What follows belongs to an exercise in optimizing a design on an open flow for small area, a short achievable clock period and few clock cycles per item; a production flow would make more cautious choices.
RTL that was checked went through simulation tests only; none was proved equivalent to the original.

Design simonTop, start of the top module:
module simonTop
(
	input logic clk,
	input logic nR,
	input logic newData,
	input logic newKey,
	input logic readData,
	input logic [31:0] inData,
	input logic [7:0] infoIn,
	input logic [7:0] countIn,
	input logic [63:0] key,
	output logic [31:0] outData,
	output logic [7:0] infoOut,
	output logic [7:0] countOut,
	output logic doneData,
	output logic keyReady
);
clock: 7.0 ns
lec_check: 0
cap_margin: 20
core_margin: 2
core_utilization: 65
cts_buf_list: sky130_fd_sc_hd__clkbuf_4 sky130_fd_sc_hd__clkbuf_8
place_density: 0.75
setup_slack_margin: 3.8
slew_margin: 20
standard.sh (not shown) runs the stock make flow with config.mk's settings and CLKGATE_MAP_FILE= SYNTH_SCRIPT=/design/flow/synth_recipe.tcl, a recipe that flattens the netlist after the stock synthesis.
==> flow/flow/run.sh <==
#!/bin/bash
# The standard layout, with plain buf_1 cells as the port buffers
export BUFFER_PORTS_ARGS="-buffer_cell sky130_fd_sc_hd__buf_1"
bash standard.sh > standard.log 2>&1
The starting point went through all stages and came out clean.
Testbench counts at the start, summed over its fixed seeds: cycles 3,584, items 384.
Rerun with:
Settings changed: CTS_BUF_LIST sky130_fd_sc_hd__clkbuf_4 sky130_fd_sc_hd__clkbuf_8 to sky130_fd_sc_hd__clkbuf_8 sky130_fd_sc_hd__clkbuf_16, CTS_CLUSTER_DIAMETER from default to 60, CTS_CLUSTER_SIZE from default to 20.
After rerunning: The changed run went through all stages and came out clean. Routed wire length shrinks slightly. Final area grows slightly. Count of clock-buffer cells in the layout went down by 40. Utilization went up by 0.36 points. Worst setup slack is worse by 66 ps. Sequential cell count stays the same. First-iteration DRC count falls by a little under a tenth. Synthesized area is unchanged. Die area does not change.
Rerun with:
Settings changed: CORE_UTILIZATION 65 to 60, CTS_BUF_LIST sky130_fd_sc_hd__clkbuf_8 sky130_fd_sc_hd__clkbuf_16 to sky130_fd_sc_hd__clkbuf_4 sky130_fd_sc_hd__clkbuf_8, CTS_CLUSTER_DIAMETER 60 to default, CTS_CLUSTER_SIZE 20 to default, PLACE_DENSITY 0.75 to 0.7.
After rerunning:
- synthesized cell count does not change
- clock skew goes up by 3.8 ps
- utilization goes down by 4.9 points
Rerun with:
Settings changed: CORE_UTILIZATION 60 to 70, PLACE_DENSITY 0.7 to 0.8, SETUP_SLACK_MARGIN 3.8 to 3.9.
The new run produced a layout that fails on capacitance limit, slew limit; synthesized cell count does not change; clock-buffer cell count went down by 1; critical path depth went down by 1; register-to-register slack got worse by 1500 ps; cell area went up by 7.5%; core utilization went up by 17 points.

========
Starting RTL as in the previous note.
==> flow/config.mk <==
export PLATFORM = sky130hd
export DESIGN_NAME = simonTop
export DESIGN_NICKNAME = simonTop
export VERILOG_FILES = /design/flow/design.v
export SDC_FILE = /design/flow/constraint.sdc
export NUM_CORES = 4
export LEC_CHECK = 0
export CAP_MARGIN = 20
export CORE_MARGIN = 2
export CORE_UTILIZATION = 65
export CTS_BUF_LIST = sky130_fd_sc_hd__clkbuf_4 sky130_fd_sc_hd__clkbuf_8
export PLACE_DENSITY = 0.75
export SETUP_SLACK_MARGIN = 3.85
export SLEW_MARGIN = 20
==> flow/constraint.sdc <==
create_clock -name core_clock -period 7.0 [get_ports {clk}]
set_input_delay 1.4000 -clock core_clock [delete_from_list [all_inputs] [get_ports {clk}]]
set_output_delay 1.4000 -clock core_clock [all_outputs]
set_load 0.01 [all_outputs]
Scripts as last shown in full above: flow/flow/run.sh
Testbench counts at the start, summed over its fixed seeds: cycles 3,584, items 384.
==> next run, changes <==
Settings changed: ABC_CLOCK_PERIOD_IN_PS set to 2000, SETUP_SLACK_MARGIN 3.85 to 3.8.
=> The changed run completed with no timing, DRC or antenna violations; die area is unchanged; routed wire length fell by 2.4%; setup slack gets better by 24 ps; count of clock-buffer cells in the layout is unchanged; via count is lower by 2.9%; first-iteration DRC count decreases by 6.7%; core utilization is lower by 1.9 points.
==> next run, changes <==
Settings changed: ABC_CLOCK_PERIOD_IN_PS 2000 to unset, SETUP_SLACK_MARGIN 3.8 to 3.9.
Flip-flop and latch count is unchanged.
Count of clock-buffer cells in the layout went down by 5.
Synthesized cell count is unchanged.
Final cell count went up by 4.4%.
Via count went up by about 6%.
Final area went up by 6.8%.
Worst setup slack degrades by 25 ps.
==> next run, changes <==
Settings changed: SETUP_SLACK_MARGIN 3.9 to 3.7.
Result: The new run ran to the end with no violations; wire length went down by 8.4%; setup slack gets worse by 140 ps; register-to-register slack is worse by 140 ps; synthesized cell count stays the same; maximum frequency goes down by about 4%; worst hold slack is better by 23 ps; first-iteration DRC count went down by about 2.4%; global-route usage goes down by 1.2 points; flip-flop and latch count stays the same.
==> next run, changes <==
Settings changed: SETUP_SLACK_MARGIN 3.7 to 3.8, TNS_END_PERCENT set to 50.
Effect: Routed wire length goes up by roughly a tenth; flip-flop and latch count is unchanged; hold slack stays flat; setup slack is better by 69 ps; clock-buffer cell count decreases by 2; die area is unchanged; critical path depth went up by 1.
==> next run, changes <==
Settings changed: GPL_ROUTABILITY_DRIVEN set to 0, TNS_END_PERCENT 50 to unset.
The new run ran to the end with no violations.
Design area goes down by a few percent.
Via count went down by a few percent.
Clock skew is lower by 6.2 ps.
Register-to-register slack gains 60 ps.
Utilization decreases by 2.8 points.
Setup slack gains 60 ps.

========
simonTop, a different RTL version from the one above (not shown whole).
For scale: about 310 flip-flops.
clock: 7.0 ns
lec_check: 0
abc_clock_period_in_ps: 3000
cap_margin: 20
core_margin: 2
core_utilization: 50
place_density: 0.6
setup_slack_margin: 3.8
slew_margin: 20
Scripts as last shown in full above: flow/flow/run.sh
Testbench counts at the start, summed over its fixed seeds: cycles 3,584, items 384.
Then changed:
- ABC_CLOCK_PERIOD_IN_PS: 3000 -> not set
- CORE_UTILIZATION: 50 -> 65
- PLACE_DENSITY: 0.6 -> 0.75
After rerunning:
- The new run finished clean
- fmax stays flat
- die area goes down by about a fifth
- wire length goes down by a few percent
- worst hold slack is about the same
- area after synthesis stays the same
- final area goes down slightly
- setup slack got worse by 0.0054 ns
- non-clock buffer count goes up by 4
Then changed:
- CTS_BUF_LIST: not set -> sky130_fd_sc_hd__clkbuf_4 sky130_fd_sc_hd__clkbuf_8
The changed run finished clean; setup slack stays flat; design area stays flat; die area is unchanged; wire length rises slightly.
Then changed:
- CORE_UTILIZATION: 65 -> 50
- CTS_BUF_LIST: sky130_fd_sc_hd__clkbuf_4 sky130_fd_sc_hd__clkbuf_8 -> not set
- PLACE_DENSITY: 0.75 -> 0.6
- SETUP_SLACK_MARGIN: 3.8 -> 4
Clock-buffer cell count decreases by 17.
Via count rises by 0.59%.
Setup slack is better by 0.029 ns.
Fmax rises by about 0.9%.
Routed wire length goes up by about 8%.
Then changed:
- SETUP_SLACK_MARGIN: 4 -> 3.6
After rerunning:
- The new run ran to the end with no violations
- sequential cell count is unchanged
- cell area is lower by roughly a tenth
- setup slack got worse by 0.23 ns
- cell count is lower by a few percent

========
Another version of the RTL of simonTop (not shown whole).
Size in the first run: ~1800 cells after synthesis, roughly 310 flip-flops, about 170 I/O pins, roughly 21000 sq um of cells after synthesis.
export LEC_CHECK = 0
export CAP_MARGIN = 20
export CORE_MARGIN = 2
export CORE_UTILIZATION = 50
export PLACE_DENSITY = 0.6
export SETUP_SLACK_MARGIN = 3.6
export SLEW_MARGIN = 20
create_clock -name core_clock -period 7.0 [get_ports {clk}]
Scripts as last shown in full above: flow/flow/run.sh
The starting point finished clean.
==> next run, changes <==
Settings changed: SETUP_SLACK_MARGIN 3.6 to 4.
Effect:
- The new run went through all stages and came out clean
- clock skew barely changes
- utilization went up by 6.1 points
- worst hold slack got worse by 0.0077 ns
- global-route usage rises by 0.36 points
- final area is higher by 11%
- die area stays the same
- setup slack loses 0.0031 ns
- sequential cell count does not change
- wire length increases by 4.9%
No functional check of the RTL was part of any run of this note.

========
Another version of the RTL of simonTop (not shown whole).
Size in the first run: ~170 I/O pins.
Settings: LEC_CHECK=0, CAP_MARGIN=20, CORE_MARGIN=2, CORE_UTILIZATION=65, PLACE_DENSITY=0.75, SETUP_SLACK_MARGIN=3.8, SLEW_MARGIN=20; clock period 7.0 ns.
Scripts as last shown in full above: flow/flow/run.sh
Rerun with:
- ABC_CLOCK_PERIOD_IN_PS: unset -> 2500
- CORE_UTILIZATION: 65 -> 60
- PLACE_DENSITY: 0.75 -> 0.7
Effect:
- synthesized area is unchanged
- first-iteration DRC count rose by 2.0%
- design area is higher by 2.4%
No run of this note included a check of the RTL's function; only the layout flow was run.

========
RTL: one of the versions met above, not the one the previous note started from.
For scale: about 1,600 cells after synthesis, about 170 I/O pins.
Design simonTop, start of the top module:
module simonTop
(
	input logic clk,
	input logic nR,
	input logic newData,
	input logic newKey,
	input logic readData,
	input logic [31:0] inData,
	input logic [7:0] infoIn,
	input logic [7:0] countIn,
	input logic [63:0] key,
	output logic [31:0] outData,
	output logic [7:0] infoOut,
	output logic [7:0] countOut,
	output logic doneData,
	output logic keyReady
);
Settings: LEC_CHECK=0, CAP_MARGIN=5, CORE_MARGIN=2, CORE_UTILIZATION=65, CTS_BUF_LIST=sky130_fd_sc_hd__clkbuf_4 sky130_fd_sc_hd__clkbuf_8, PLACE_DENSITY=0.75, SETUP_SLACK_MARGIN=3.8, SLEW_MARGIN=5; clock period 7.0 ns.
Scripts as last shown in full above: flow/flow/run.sh
The first run finished with timing, DRC and antenna clean.
Testbench counts at the start, summed over its fixed seeds: cycles 3,584, items 384.
==> next run, changes <==
- CAP_MARGIN: 5 -> 20
- SETUP_SLACK_MARGIN: 3.8 -> 4.1
- SLEW_MARGIN: 5 -> 20
Result: Final cell count increases by roughly a tenth; count of clock-buffer cells in the layout goes down by 7; fmax drops by roughly a tenth; setup slack gets worse by 350 ps.

==> re-timing with driven ports <==
The flow's constraints put no driver on any port. The routed layouts listed below were extracted and timed again, unchanged, in two steps.
Step 1 (the two cells are an assumption about what drives the block):
set clk [get_ports {clk}]
set_driving_cell -lib_cell sky130_fd_sc_hd__clkbuf_16 $clk
set_driving_cell -lib_cell sky130_fd_sc_hd__buf_2 [delete_from_list [all_inputs] $clk]
Step 2 adds t to the input delays and takes it off the output delays; t is the mean of the earliest and latest rising clock arrival at the registers after step 1. Input paths then give back, and output paths get back, about the clock's delay inside the block.
Slacks: ideal / step 1 / step 2; pairs: ideal / step 1.
run | shift t [ns] | setup WS [ns] | worst setup path at the end
the first run of note 1 | 0.653 | 3.809 / 3.791 / 3.268 | input to register
the second run of note 1 | 0.619 | 3.743 / 3.743 / 3.316 | input to register
the third run of note 1 | 0.655 | 3.826 / 3.799 / 3.244 | input to register
the fourth run of note 1 | 0.670 | 2.370 / 2.370 / 2.370 | register to register
the first run of note 2 | 0.650 | 3.785 / 3.785 / 3.375 | input to register
the second run of note 2 | 0.653 | 3.809 / 3.791 / 3.268 | input to register
the third run of note 2 | 0.635 | 3.784 / 3.784 / 3.299 | input to register
the fourth run of note 2 | 0.647 | 3.642 / 3.642 / 3.175 | input to register
the fifth run of note 2 | 0.645 | 3.712 / 3.712 / 3.319 | input to register
the sixth run of note 2 | 0.645 | 3.772 / 3.772 / 3.290 | input to register
the first run of note 3 | 0.607 | 3.775 / 3.775 / 3.312 | input to register
the second run of note 3 | 0.574 | 3.770 / 3.770 / 3.375 | input to register
the third run of note 3 | 0.683 | 3.770 / 3.751 / 3.263 | input to register
the fourth run of note 3 | 0.611 | 3.799 / 3.769 / 3.474 | input to register
the fifth run of note 3 | 0.605 | 3.572 / 3.572 / 3.181 | input to register
the first run of note 4 | 0.613 | 3.626 / 3.626 / 3.379 | input to register
the second run of note 4 | 0.601 | 3.623 / 3.623 / 3.623 | register to register
the first run of note 5 | 0.641 | 3.577 / 3.577 / 3.230 | input to register
the second run of note 5 | 0.599 | 3.565 / 3.565 / 3.244 | input to register
the first run of note 6 | 0.653 | 3.803 / 3.792 / 3.267 | input to register
the second run of note 6 | 0.671 | 3.455 / 3.455 / 3.192 | input to register
The setup slack of the third run of note 1, which loses most, moves by -0.027 ns with the drivers and by -0.582 ns with both steps.
